Source: an optimization exercise on an open RTL-to-GDS flow (aim: small area and a short achievable clock period). Production flows keep margins and buffers that such runs may drop. The RTL was checked by simulation tests, not by an equivalence proof against the original design. Power is estimated from default activity; no workload was simulated.

## design/flow/design.v

```verilog
`timescale 1ns/10ps
package conv_geom_pkg;
  localparam int KERNEL_ROWS = 5;
  localparam int LB_BANKS = KERNEL_ROWS - 1;
  localparam int MAX_LINE_W = 64;
  localparam int LINE_ADDR_W = 6;
  typedef logic [LINE_ADDR_W-1:0] line_addr_t;
  typedef logic [LB_BANKS-1:0] bank_sel_t;
  typedef logic [2:0] line_cnt_t;
endpackage
`timescale 1ns/10ps
package conv_pos_pkg;
  typedef logic [5:0] kernel_pos_t;
  function automatic logic line_start(
    input logic cur_sof,
    input logic prev_vld,
    input logic prev_eol
  );
    line_start = cur_sof | (prev_vld & prev_eol);
  endfunction
endpackage
`timescale 1ns/10ps
module conv_ingress_pipe (
    input  wire logic                              clk
  , input  wire logic                              reset_i
  , input  wire logic                              s_tvalid_i
  , input  wire logic                              s_tuser_i
  , input  wire logic                              s_tlast_i
  , input  wire logic                              m_tready_i
  , output logic                                   s_tready_o
  , output logic                                   advance_o
  , output logic                                   hold_o
  , output logic                                   pol_o
  , output logic [4:1]                             sof_hist_o
  , output logic [4:1]                             eol_hist_o
  , output logic [4:1]                             pos_vld_o
  , output logic [7:0]                             sel_lo_o
  , output logic [7:0]                             sel_hi_o
);
  logic                             advance;
  logic [4:1]                       sof_hist_q;
  logic [4:1]                       eol_hist_q;
  logic [4:1]                       pos_vld_q;
  logic                             sol_in;
  logic                             row0_s1_q;
  conv_geom_pkg::line_addr_t        col_s1_q;
  logic [7:0]                       sel_lo_q;
  logic [7:0]                       sel_hi_q;
  logic                             pol_q;
  assign advance    = s_tvalid_i & m_tready_i;
  assign s_tready_o = m_tready_i;
  always_ff @(posedge clk) begin
    if (reset_i) begin
      pos_vld_q  <= '0;
      sof_hist_q <= '0;
      eol_hist_q <= '0;
    end else if (advance) begin
      pos_vld_q  <= {pos_vld_q[3:1], 1'b1};
      sof_hist_q <= {sof_hist_q[3:1], s_tuser_i};
      eol_hist_q <= {eol_hist_q[3:1], s_tlast_i};
    end
  end
  assign sol_in = conv_pos_pkg::line_start(s_tuser_i, pos_vld_q[1], eol_hist_q[1]);
  always_ff @(posedge clk) begin
    if (reset_i) begin
      col_s1_q  <= '0;
      row0_s1_q <= 1'b0;
    end else if (advance) begin
      col_s1_q  <= sol_in ? '0 : col_s1_q + 1'b1;
      row0_s1_q <= s_tuser_i | (row0_s1_q & ~sol_in);
    end
  end
  always_ff @(posedge clk) begin
    if (advance && pos_vld_q[1] && eol_hist_q[1] && row0_s1_q) begin
      for (int i = 0; i < 8; i++) begin
        sel_lo_q[i] <= (col_s1_q[2:0] == i[2:0]);
        sel_hi_q[i] <= (col_s1_q[5:3] == i[2:0]);
      end
    end
  end
  always_ff @(posedge clk) begin
    if (reset_i) begin
      pol_q <= 1'b0;
    end else begin
      pol_q <= ~pol_q;
    end
  end
  assign advance_o  = advance;
  assign hold_o     = ~advance;
  assign pol_o      = pol_q;
  assign sof_hist_o = sof_hist_q;
  assign eol_hist_o = eol_hist_q;
  assign pos_vld_o  = pos_vld_q;
  assign sel_lo_o   = sel_lo_q;
  assign sel_hi_o   = sel_hi_q;
endmodule
`timescale 1ns/10ps
module conv_pos_tracker (
    input  wire logic                              clk
  , input  wire logic                              reset_i
  , input  wire logic                              advance_i
  , input  wire logic [4:1]                        sof_hist_i
  , input  wire logic [4:1]                        eol_hist_i
  , input  wire logic [4:1]                        pos_vld_i
  , output conv_pos_pkg::kernel_pos_t              pos_o
  , output logic                                   centre_vld_o
);
  logic                    pos_w2;
  logic                    pos_w1;
  logic                    pos_e1;
  logic                    pos_e2;
  logic                    sol_s2;
  conv_geom_pkg::line_cnt_t line_cnt_q;
  conv_geom_pkg::line_cnt_t line_cnt_inc;
  conv_geom_pkg::line_cnt_t line_cnt_cur;
  assign pos_w2 = conv_pos_pkg::line_start(sof_hist_i[2], pos_vld_i[3], eol_hist_i[3]);
  assign pos_w1 = pos_vld_i[3]
                & conv_pos_pkg::line_start(sof_hist_i[3], pos_vld_i[4], eol_hist_i[4]);
  assign pos_e1 = pos_vld_i[1] & eol_hist_i[1];
  assign pos_e2 = eol_hist_i[2];
  assign sol_s2 = pos_vld_i[2] & pos_w2;
  assign line_cnt_inc = (line_cnt_q == conv_geom_pkg::line_cnt_t'(conv_geom_pkg::LB_BANKS))
                      ? line_cnt_q
                      : line_cnt_q + 1'b1;
  always_comb begin
    line_cnt_cur = line_cnt_q;
    if (sol_s2) begin
      line_cnt_cur = sof_hist_i[2] ? '0 : line_cnt_inc;
    end
  end
  always_ff @(posedge clk) begin
    if (reset_i) begin
      line_cnt_q <= '0;
    end else if (advance_i && sol_s2) begin
      line_cnt_q <= line_cnt_cur;
    end
  end
  assign pos_o = {
    pos_w2,
    pos_w1,
    pos_e1,
    pos_e2,
    (line_cnt_cur == conv_geom_pkg::line_cnt_t'(2)),
    (line_cnt_cur == conv_geom_pkg::line_cnt_t'(3))
  };
  assign centre_vld_o = (line_cnt_cur >= conv_geom_pkg::line_cnt_t'(2));
endmodule
`timescale 1ns/10ps
module conv_line_store #(
  parameter int PIXEL_W = 8
) (
    input  wire logic                                          clk
  , input  wire logic                                          advance_i
  , input  wire logic                                          hold_i
  , input  wire logic                                          pol_i
  , input  wire logic [PIXEL_W-1:0]                            pix_i
  , input  wire logic [7:0]                                    sel_lo_i
  , input  wire logic [7:0]                                    sel_hi_i
  , output logic [conv_geom_pkg::KERNEL_ROWS*PIXEL_W-1:0]      col_o
);
  localparam int MAXW = conv_geom_pkg::MAX_LINE_W;
  localparam int ROWS = conv_geom_pkg::LB_BANKS;
  logic [PIXEL_W-1:0] pol_w;
  assign pol_w = {PIXEL_W{pol_i}};
  logic [2*PIXEL_W-1:0]        a01_t;
  logic [(MAXW-2)*PIXEL_W-1:0] a3_t;
  logic [PIXEL_W-1:0]          c_q [ROWS+1];
  logic [PIXEL_W-1:0]          c_t [ROWS+1];
  logic [MAXW*PIXEL_W-1:0]     tap_in;
  conv_flip_chain #(.N(2), .PIXEL_W(PIXEL_W)) u_first_a (
      .clk    (clk)
    , .load_i (advance_i)
    , .hold_i (hold_i)
    , .d_i    (pix_i ^ pol_w)
    , .q_o    (a01_t)
  );
  conv_out_reg #(.W(PIXEL_W)) u_c0 (
      .clk    (clk)
    , .load_i (advance_i)
    , .d_i    (a01_t[1*PIXEL_W +: PIXEL_W] ^ pol_w)
    , .q_o    (c_q[0])
  );
  assign c_t[0] = c_q[0] ^ pol_w;
  conv_flip_chain #(.N(MAXW-2), .PIXEL_W(PIXEL_W)) u_first_b (
      .clk    (clk)
    , .load_i (advance_i)
    , .hold_i (hold_i)
    , .d_i    (c_t[0])
    , .q_o    (a3_t)
  );
  assign tap_in = {a3_t, c_t[0], a01_t[1*PIXEL_W +: PIXEL_W]};
  assign col_o[0 +: PIXEL_W] = c_q[0];
  logic [8*PIXEL_W-1:0] grp;
  logic [PIXEL_W-1:0]   tap [ROWS];
  for (genvar g = 0; g < 8; g++) begin : g_grp
    conv_sel8 #(.PIXEL_W(PIXEL_W)) u_lo (
        .sel_i  (sel_lo_i)
      , .data_i (tap_in[g*8*PIXEL_W +: 8*PIXEL_W])
      , .data_o (grp[g*PIXEL_W +: PIXEL_W])
    );
  end
  conv_sel8 #(.PIXEL_W(PIXEL_W)) u_hi (
      .sel_i  (sel_hi_i)
    , .data_i (grp)
    , .data_o (tap[0])
  );
  logic [PIXEL_W-1:0] b_t [ROWS];
  for (genvar l = 0; l < ROWS; l++) begin : g_line
    conv_flip_chain #(.N(1), .PIXEL_W(PIXEL_W)) u_b (
        .clk    (clk)
      , .load_i (advance_i)
      , .hold_i (hold_i)
      , .d_i    (tap[l])
      , .q_o    (b_t[l])
    );
    conv_out_reg #(.W(PIXEL_W)) u_c (
        .clk    (clk)
      , .load_i (advance_i)
      , .d_i    (b_t[l] ^ pol_w)
      , .q_o    (c_q[l+1])
    );
    assign c_t[l+1] = c_q[l+1] ^ pol_w;
    assign col_o[(l+1)*PIXEL_W +: PIXEL_W] = c_q[l+1];
    if (l + 1 < ROWS) begin : g_delay
      logic [6*PIXEL_W-1:0]  lo_t;
      logic [56*PIXEL_W-1:0] hi_t;
      logic [PIXEL_W-1:0]    lo_out;
      conv_flip_chain #(.N(6), .PIXEL_W(PIXEL_W)) u_lo_chain (
          .clk    (clk)
        , .load_i (advance_i)
        , .hold_i (hold_i)
        , .d_i    (c_t[l+1])
        , .q_o    (lo_t)
      );
      conv_sel8 #(.PIXEL_W(PIXEL_W)) u_lo_sel (
          .sel_i  (sel_lo_i)
        , .data_i ({lo_t, c_t[l+1], b_t[l]})
        , .data_o (lo_out)
      );
      conv_flip_chain #(.N(56), .PIXEL_W(PIXEL_W)) u_hi_chain (
          .clk    (clk)
        , .load_i (advance_i)
        , .hold_i (hold_i)
        , .d_i    (lo_out)
        , .q_o    (hi_t)
      );
      logic [8*PIXEL_W-1:0] hi_taps;
      assign hi_taps[0 +: PIXEL_W] = lo_out;
      for (genvar j = 1; j < 8; j++) begin : g_hi_tap
        assign hi_taps[j*PIXEL_W +: PIXEL_W] = hi_t[(8*j-1)*PIXEL_W +: PIXEL_W];
      end
      conv_sel8 #(.PIXEL_W(PIXEL_W)) u_hi_sel (
          .sel_i  (sel_hi_i)
        , .data_i (hi_taps)
        , .data_o (tap[l+1])
      );
    end
  end
endmodule
module conv_flip_chain #(
  parameter int N = 1,
  parameter int PIXEL_W = 8
) (
    input  wire logic                    clk
  , input  wire logic                    load_i
  , input  wire logic                    hold_i
  , input  wire logic [PIXEL_W-1:0]      d_i
  , output logic [N*PIXEL_W-1:0]         q_o
);
  logic [N*PIXEL_W-1:0] q;
  logic [N*PIXEL_W-1:0] prev;
  if (N == 1) begin : g_one
    assign prev = d_i;
  end else begin : g_many
    assign prev = {q[(N-1)*PIXEL_W-1:0], d_i};
  end
  always_ff @(posedge clk) begin
    q <= ~((prev | {N*PIXEL_W{hold_i}}) & (q | {N*PIXEL_W{load_i}}));
  end
  assign q_o = q;
endmodule
module conv_sel8 #(
  parameter int PIXEL_W = 8
) (
    input  wire logic [7:0]              sel_i
  , input  wire logic [8*PIXEL_W-1:0]    data_i
  , output logic [PIXEL_W-1:0]           data_o
);
  always_comb begin
    data_o = '0;
    for (int i = 0; i < 8; i++) begin
      data_o = data_o | (data_i[i*PIXEL_W +: PIXEL_W] & {PIXEL_W{sel_i[i]}});
    end
  end
endmodule
module conv_out_reg #(
  parameter int W = 8
) (
    input  wire logic          clk
  , input  wire logic          load_i
  , input  wire logic [W-1:0]  d_i
  , output logic [W-1:0]       q_o
);
  logic [W-1:0] q;
  logic [W-1:0] nxt;
  conv_pick2 #(.W(W)) u_pick (
      .sel_i (load_i)
    , .a_i   (d_i)
    , .b_i   (q)
    , .y_o   (nxt)
  );
  always_ff @(posedge clk) begin
    q <= nxt;
  end
  assign q_o = q;
endmodule
module conv_pick2 #(
  parameter int W = 8
) (
    input  wire logic          sel_i
  , input  wire logic [W-1:0]  a_i
  , input  wire logic [W-1:0]  b_i
  , output logic [W-1:0]       y_o
);
  assign y_o = sel_i ? a_i : b_i;
endmodule
`timescale 1ns/10ps
module conv_col_assembler (
    input  wire logic                                          clk
  , input  wire logic                                          reset_i
  , input  wire logic                                          advance_i
  , input  wire logic                                          s_tvalid_i
  , input  wire logic                                          m_tready_i
  , input  wire logic                                          pos_vld_i
  , input  wire conv_pos_pkg::kernel_pos_t                     pos_i
  , input  wire logic                                          centre_vld_i
  , output logic                                               col_vld_o
  , output conv_pos_pkg::kernel_pos_t                          col_pos_o
);
  logic                       vc_s3_q;
  conv_pos_pkg::kernel_pos_t  pos_s3_q;
  always_ff @(posedge clk) begin
    if (reset_i) begin
      vc_s3_q <= 1'b0;
    end else if (advance_i) begin
      vc_s3_q <= pos_vld_i & centre_vld_i;
    end
  end
  conv_out_reg #(.W(6)) u_pos (
      .clk    (clk)
    , .load_i (advance_i)
    , .d_i    (pos_i)
    , .q_o    (pos_s3_q)
  );
  assign col_vld_o  = vc_s3_q & s_tvalid_i & m_tready_i;
  assign col_pos_o  = pos_s3_q;
endmodule
`timescale 1ns/10ps
module conv_top #(
  parameter int PIXEL_W = 8
) (
    input  wire logic                                          clk
  , input  wire logic                                          reset_i
  , input  wire logic                                          s_tvalid_i
  , input  wire logic [PIXEL_W-1:0]                            s_tdata_i
  , input  wire logic                                          s_tuser_i
  , input  wire logic                                          s_tlast_i
  , input  wire logic                                          m_tready_i
  , output logic                                               s_tready_o
  , output logic                                               col_vld_o
  , output logic [5:0]                                         col_pos_o
  , output logic [conv_geom_pkg::KERNEL_ROWS*PIXEL_W-1:0]      col_data_o
);
  logic                                             advance;
  logic                                             hold;
  logic                                             pol;
  logic [4:1]                                       sof_hist;
  logic [4:1]                                       eol_hist;
  logic [4:1]                                       pos_vld;
  conv_pos_pkg::kernel_pos_t                        kernel_pos;
  logic                                             centre_vld;
  logic [7:0]                                       sel_lo;
  logic [7:0]                                       sel_hi;
  conv_ingress_pipe u_ingress (
      .clk          (clk)
    , .reset_i      (reset_i)
    , .s_tvalid_i   (s_tvalid_i)
    , .s_tuser_i    (s_tuser_i)
    , .s_tlast_i    (s_tlast_i)
    , .m_tready_i   (m_tready_i)
    , .s_tready_o   (s_tready_o)
    , .advance_o    (advance)
    , .hold_o       (hold)
    , .pol_o        (pol)
    , .sof_hist_o   (sof_hist)
    , .eol_hist_o   (eol_hist)
    , .pos_vld_o    (pos_vld)
    , .sel_lo_o     (sel_lo)
    , .sel_hi_o     (sel_hi)
  );
  conv_pos_tracker u_tracker (
      .clk          (clk)
    , .reset_i      (reset_i)
    , .advance_i    (advance)
    , .sof_hist_i   (sof_hist)
    , .eol_hist_i   (eol_hist)
    , .pos_vld_i    (pos_vld)
    , .pos_o        (kernel_pos)
    , .centre_vld_o (centre_vld)
  );
  conv_line_store #(.PIXEL_W(PIXEL_W)) u_line_store (
      .clk          (clk)
    , .advance_i    (advance)
    , .hold_i       (hold)
    , .pol_i        (pol)
    , .pix_i        (s_tdata_i)
    , .sel_lo_i     (sel_lo)
    , .sel_hi_i     (sel_hi)
    , .col_o        (col_data_o)
  );
  conv_col_assembler u_assembler (
      .clk          (clk)
    , .reset_i      (reset_i)
    , .advance_i    (advance)
    , .s_tvalid_i   (s_tvalid_i)
    , .m_tready_i   (m_tready_i)
    , .pos_vld_i    (pos_vld[2])
    , .pos_i        (kernel_pos)
    , .centre_vld_i (centre_vld)
    , .col_vld_o    (col_vld_o)
    , .col_pos_o    (col_pos_o)
  );
endmodule
```

## design/flow/run.sh

```bash
#!/bin/bash
# synth_recipe.tcl (not shown) runs the flow's synth.tcl, then flattens the netlist and writes it again
# the make line also repeats each setting of config.mk as NAME=value (left out here)
make -C /OpenROAD-flow-scripts/flow DESIGN_CONFIG=/design/flow/config.mk WORK_HOME=/design/flow/orfs CLKGATE_MAP_FILE= SYNTH_SCRIPT=/design/flow/synth_recipe.tcl finish
```

## design/flow/config.mk

```make
export PLATFORM = sky130hd
export DESIGN_NAME = conv_top
export DESIGN_NICKNAME = conv_top
export VERILOG_FILES = /design/flow/design.v
export SDC_FILE = /design/flow/constraint.sdc
export NUM_CORES = 4
export LEC_CHECK = 0
export CAP_MARGIN = 20
export CORE_MARGIN = 2
export CORE_UTILIZATION = 75
export CTS_CLUSTER_DIAMETER = 110
export CTS_CLUSTER_SIZE = 30
export SETUP_SLACK_MARGIN = 2.8
export SLEW_MARGIN = 20
export SYNTH_HIERARCHICAL = 1
export SYNTH_MINIMUM_KEEP_SIZE = 0
export TNS_END_PERCENT = 10
```

## design/flow/constraint.sdc

```tcl
create_clock -name core_clock -period 5.0 [get_ports {clk}]
set_input_delay 1.0000 -clock core_clock [delete_from_list [all_inputs] [get_ports {clk}]]
set_output_delay 1.0000 -clock core_clock [all_outputs]
set_load 0.01 [all_outputs]
```

==> impl_results.md, run 1 <==
* Die H at 301 um
* Skew final at 0.0279 ns
* Slew Limit Headroom at 0.285
* CTS H-tree depth at 3
* FILL cells at 5871
* Worst vdd ir at 0.000403 V
* Largest fanout on the critical path at 2
* CP required at 4.00 ns
* Vias at 43858
* Critical-path cell list: buf_2, and3_4, buf_6
* Top-Level Pins at 62
* First-pass GRT wire length at 211000 um
* Status: finished clean
* Synth Cell Area at 66300 um^2
* Global-route usage over all layers at 0.280
* Placed Instances at 6295
* Pre-CTS setup slack at 1.58 ns
* Layout cells sized above 1 at 0.0777
* Count of final setup violators at 0
* Clock latency (worst-skew pair) at 0.69 ns
* Post-route DRC at 0
* MaxCap Viol Count at 0
* Pins Over Slew Limit at 0
* RSZ-0062 raised after global routing: yes
* Pwr dens at 515 nW/um^2
* Syn Area/Cell at 11.8 um^2
* Non-Filler Instances at 6441
* Hold Vio Cnt, Final at 0
* YS warnings at 23
* Die ar. at 90800 um^2
* Area Overhead vs Synth at 2.10%
* Nets at 5291
* Leakage at 25.0 nW
* Initial antenna violation count at 0
* Final ANT Viol Nets at 0
* PnR worst setup slack at 2.62 ns
* Highest clock rate at 421 MHz
* Crit path capture type: output pin
* Routed vias/inst at 6.81
* Startpoint types: input port
* CP max stage delay at 0.16 ns
* Largest net degree at the start of global routing at 179
* Hold Path Class: flip-flop to flip-flop
* Initial Util at 0.754
* Hpwl dp at 71900 um
* Row count at 109
* Core box area at 88000 um^2
* DIE WIDTH at 301 um
* Least-Margin Pin Slew at 1.07 ns
* GPL Wtd Cong at 0.754
* Clock transition at the registers of the reported paths at 0.10 ns
* Post-DR wirelength/cell at 20.8 um
* CTS tree: yes
* N_diodes at 0
* Total grt overflow at 0
* DR iter-0 viols at 4060
* Clk sinks at 2117
* Crit-path slowest cell: and3_4
* CTS buffer count at 80
* Final Cycle Share at 0.475
* Number of global-route vias before repair at 39379
* Max Buffers Root-to-Sink at 3
* CTS root buf: clkbuf_16
* Total wire length at 134000 um
* Final setup TNS at 0 ns
* 1st-pass router iterations at 6
* Post-Syn Nets at 5624
* PortBufs at 61
* Tmin final at 2.38 ns
* Crit Path Category: input port to output pin
* Cells after synthesis at 5602
* Worst Path Arrival at 1.38 ns
-- critical path, delay by kind of cell --
family | cells | cell delay [ns]
buffers and inverters | 2 | 0.22
and+or+nand+nor | 1 | 0.16
-- layer usage --
metal / share of wire / up-vias / routed length, um / GRT usage
met3: 0.048 / 162 / 6470 / 0.0401
met2: 0.46 / 870 / 61100 / 0.429
met1: 0.48 / 21512 / 63800 / 0.421
met5: 0 / - / 0 / 0
li1: - / 21314 / - / -
met4: 0.018 / 0 / 2350 / 0.0633
-- sequential cells by signal (all words and copies together) (netlist names), 3 cells and up --
name,flops
u_ingress.sel_hi_q,8
u_ingress.pos_vld_q,4
u_line_store.u_c0.q,8
u_line_store.u_first_a.q,16
u_line_store.g_line.u_b.q,32
u_line_store.u_first_b.q,496
u_ingress.sof_hist_q,3
u_ingress.sel_lo_q,8
u_line_store.g_line.u_c.q,32
u_line_store.g_line.g_delay.u_lo_chain.q,144
u_line_store.g_line.g_delay.u_hi_chain.q,1344
u_assembler.u_pos.q,6
u_ingress.col_s1_q,6
u_tracker.line_cnt_q,3
u_ingress.eol_hist_q,4
-- final cells by class --
| class | count | area [um^2] | area share |
|---|---|---|---|
| tap | 1165 | 1460 | 0.0215 |
| clock inverter | 6 | 96.3 | 0.00142 |
| clock buffer | 83 | 2060 | 0.0304 |
| inverter | 8 | 56.3 | 0.000832 |
| sequential | 2117 | 42600 | 0.630 |
| timing repair inverter | 1 | 11.3 | 0.000166 |
| timing repair buffer | 186 | 1940 | 0.0286 |
| multi-input combinational | 2875 | 19500 | 0.287 |
-- placed cells by master (no fill, tap or decap), types with 8 or more instances in the layout --
cell type / count
xor2_1: 80
dfxtp_2: 33
ha_1: 8
dfxtp_4: 11
buf_2: 17
clkdlybuf4s50_1: 11
nand4_1: 121
o22ai_2: 36
a21oi_1: 21
dfxtp_1: 2057
a22oi_1: 473
nand2_1: 27
edfxtp_1: 16
clkbuf_16: 82
buf_6: 20
buf_12: 33
mux2_4: 46
buf_4: 94
o22ai_1: 1996
-- per-stage QoR --
| step | instance area [um^2] | power, mW | hold slack [ns] | utilization |
|---|---|---|---|---|
| after global routing | 67700 | 36.5 | 0.437 | 0.770 |
| after CTS | 67500 | 34.9 | 0.419 | 0.768 |
| after global placement | 65000 | 26.8 | 0.428 | 0.739 |
| after floorplan | 66300 | 26.0 | 0.413 | - |
| after detailed placement | 65000 | 27.2 | 0.434 | 0.739 |
| final | 67700 | 34.9 | 0.431 | 0.770 |
-- worst paths after layout --
path | from | end | slack, ns | cells past startpoint
worst max register to register | u_ingress.sel_lo_q[1] | u_line_store.g_line[0].u_b.q[7] | 2.77 | 7
worst min register to register | u_line_store.g_line[0].g_delay.u_hi_chain.q[103] | u_line_store.g_line[0].g_delay.u_hi_chain.q[111] | 0.43 | 1
worst max-delay path | s_tvalid_i | col_vld_o | 2.62 | 3
worst min-delay path | u_line_store.g_line[0].g_delay.u_hi_chain.q[103] | u_line_store.g_line[0].g_delay.u_hi_chain.q[111] | 0.43 | 1
-- power by group --
group / total, mW / internal, mW / switching (mW)
sequential: 22.8 / 20.5 / 2.34
clock: 7.83 / 3.01 / 4.82
combinational: 4.20 / 2.41 / 1.79
total: 34.9 / 25.9 / 8.95
-- what timing repair did --
action,4_1_cts,5_1_grt
hold buffers,0,0
pin swaps,2,7
setup endpoints to repair,2037,690
gates cloned,1,1
gates resized for setup,259,33
buffers inserted,42,13
==> run 2, diff against run 1 <==
--- a/design/flow/config.mk
+++ b/design/flow/config.mk
@@ -16,2 +16 @@
 export SYNTH_MINIMUM_KEEP_SIZE = 0
-export TNS_END_PERCENT = 10
==> impl_results.md, run 2 <==
* WHS Path Cells at 1
* Global-route usage over all layers at 0.281
* Reg-to-reg slack, setup at 2.84 ns
* Post-route DRC at 0
* Syn Area/Cell at 11.8 um^2
* Hpwl dp at 71900 um
* Area Overhead vs Synth at 2.22%
* Min Hold Slack at 0.430 ns
* Max Buffers Root-to-Sink at 3
* Routed vias/inst at 6.83
* GPL Wtd Cong at 0.754
* DIE WIDTH at 301 um
* Worst Reg-to-Reg Cells at 6
* Largest fanout on the critical path at 2
* Grt met2 use at 0.433
* Total grt overflow at 0
* MaxCap Viol Count at 0
* Crit path max-delay family: buffers and inverters
* Initial Util at 0.754
* Core box area at 88000 um^2
* Crit path capture type: output pin
* Die H at 301 um
* Worst vdd ir at 0.000406 V
* Hold-fix buffers, CTS at 0
* Stages on worst setup path at 3
* First-pass GRT wire length at 212000 um
* Tmin final at 2.38 ns
* CP max stage delay at 0.16 ns
* Final Cycle Share at 0.476
* Leakage at 25.0 nW
* Clock transition at the registers of the reported paths at 0.10 ns
* RSZ-0062 raised after global routing: yes
* Startpoint types: input port
* CTS buffer count at 80
* Pwr dens at 515 nW/um^2
* Layout cells sized above 1 at 0.0785
* Worst Path Arrival at 1.38 ns
* Top flop regs: u_line_store.g_line.g_delay.u_hi_chain.q: 1344 flops, u_line_store.u_first_b.q: 496 flops, u_line_store.g_line.g_delay.u_lo_chain.q: 144 flops
* 1st-pass router iterations at 7
* Crit-path slowest cell: and3_4
* Most common cell after layout, fill and taps aside: dfxtp_1
* Top-Level Pins at 62
* Pins Over Slew Limit at 0
* Row count at 109
* GRT met3 Usage at 0.0393
* Total power at 34.9 mW
* Final setup TNS at 0 ns
* Commonest non-fill, non-tap cells in the layout: dfxtp_1 (2053), o22ai_1 (1996), a22oi_1 (474)
* YS warnings at 23
* CTS H-tree depth at 3
* Critical-path cell list: buf_2, and3_4, buf_6
* Vias at 44003
* Count of final setup violators at 0
* Post-DR wirelength/cell at 20.9 um
* Top reg by flops: u_line_store.g_line.g_delay.u_hi_chain.q
* Slew Limit Headroom at 0.288
* Cells after synthesis at 5602
* Final ANT Viol Nets at 0
* Skew final at 0.0296 ns
* Number of global-route vias before repair at 39519
* N_diodes at 0
* CTS tree: yes
* Die ar. at 90800 um^2
* Crit Path Category: input port to output pin
* Initial antenna violation count at 0
* CP required at 4.00 ns
* Met1 usage at 0.422
* Status: finished clean
* Largest register FFs at 1344
* CP bufs+invs at 2
* Largest net degree at the start of global routing at 179
* Synth Cell Area at 66300 um^2
* Least-Margin Pin Slew at 1.06 ns
* PortBufs at 61
* Hold Vio Cnt, Final at 0
* Hold Path Class: flip-flop to flip-flop
* Nets at 5292
* CTS root buf: clkbuf_16
* Clk sinks at 2117
* Highest clock rate at 421 MHz
* Post-Syn Nets at 5624
* Most Crowded Layer GR: met2
* Total wire length at 134000 um
* DR iter-0 viols at 4055
* Clock latency (worst-skew pair) at 0.69 ns
## run 2: timing repair
| action | in CTS | in global routing |
|---|---|---|
| pin swaps | 2 | 4 |
| cloned | 2 | 1 |
| endpoints found under the setup margin | 2037 | 93 |
| setup buffers | 45 | 10 |
| resized for setup | 295 | 22 |
## run 2: per-layer routing
metal | vias to the layer above | share of wire | wire length (um)
li1 | 21315 | - | -
met5 | - | 0 | 0
met1 | 21543 | 0.47 | 63600
met4 | 0 | 0.018 | 2480
met2 | 975 | 0.46 | 61400
met3 | 170 | 0.051 | 6830
## run 2: area by class of cell
| class | count | area (um^2) |
|---|---|---|
| clock inverters | 6 | 96.3 |
| multi-input cells | 2875 | 19500 |
| flip-flops and latches | 2117 | 42600 |
| well taps | 1165 | 1460 |
| fillers | 5868 | 20200 |
| inverters | 8 | 46.3 |
| repair buffers | 187 | 2030 |
| repair inverters | 1 | 8.76 |
| clock buffers | 83 | 2060 |
## run 2: final timing paths
path,from,end
max,s_tvalid_i,col_vld_o
max reg2reg,u_ingress.sel_lo_q[0],u_line_store.g_line[2].u_b.q[7]
min reg2reg,u_line_store.g_line[0].g_delay.u_hi_chain.q[103],u_line_store.g_line[0].g_delay.u_hi_chain.q[111]
min,u_line_store.g_line[0].g_delay.u_hi_chain.q[103],u_line_store.g_line[0].g_delay.u_hi_chain.q[111]
## run 2: per-stage QoR
stage | area [um^2] | std cells | utilization | worst slack, ns
detailed placement | 65000 | 6295 | 0.739 | 1.58
CTS | 67600 | 6431 | 0.768 | 2.61
global route | 67800 | 6442 | 0.771 | 2.60
global placement | 65000 | 6295 | 0.739 | 1.62
finish | 67800 | 6442 | 0.771 | 2.62
floorplan | 66300 | 5602 | - | 2.69
## run 2: worst register-to-register path: cells and delay by family, from the launching register on
family | cells | cell delay, ns
compound gates | 3 | 0.88
flops | 1 | 0.48
simple gates | 2 | 0.45
buf+inv | 1 | 0.28
## run 2: power by group
part / switching (mW) / internal, mW
Clock: 4.83 / 3.01
Sequential: 2.35 / 20.5
Combinational: 1.80 / 2.45

separate check: timing with driven ports:
How much do the figures lean on ideal ports? The routed layouts below were timed once more, with nothing changed but the port constraints. Step 1 assumes that a clkbuf_16 drives the clock port and a buf_2 every other input. Step 2 moves the port delays by t, midway between the first and last clock arrival at a register: inputs arrive t later, outputs are due t later. That takes back most of the time a late clock gives input paths. Slacks: ideal ports / drivers / drivers and shift; pairs: ideal ports / drivers.
| run | t, ns | setup slack, ns | clock arrival spread, ns |
|---|---|---|---|
| run 1 | 0.746 | 2.623 / 2.566 / 2.165 | 0.036 / 0.036 |
| run 2 | 0.744 | 2.622 / 2.563 / 2.196 | 0.034 / 0.034 |
After both steps every run listed still meets setup and hold. For run 1, which loses most, drivers alone change the setup slack by -0.057 ns; drivers and shift together by -0.458 ns.
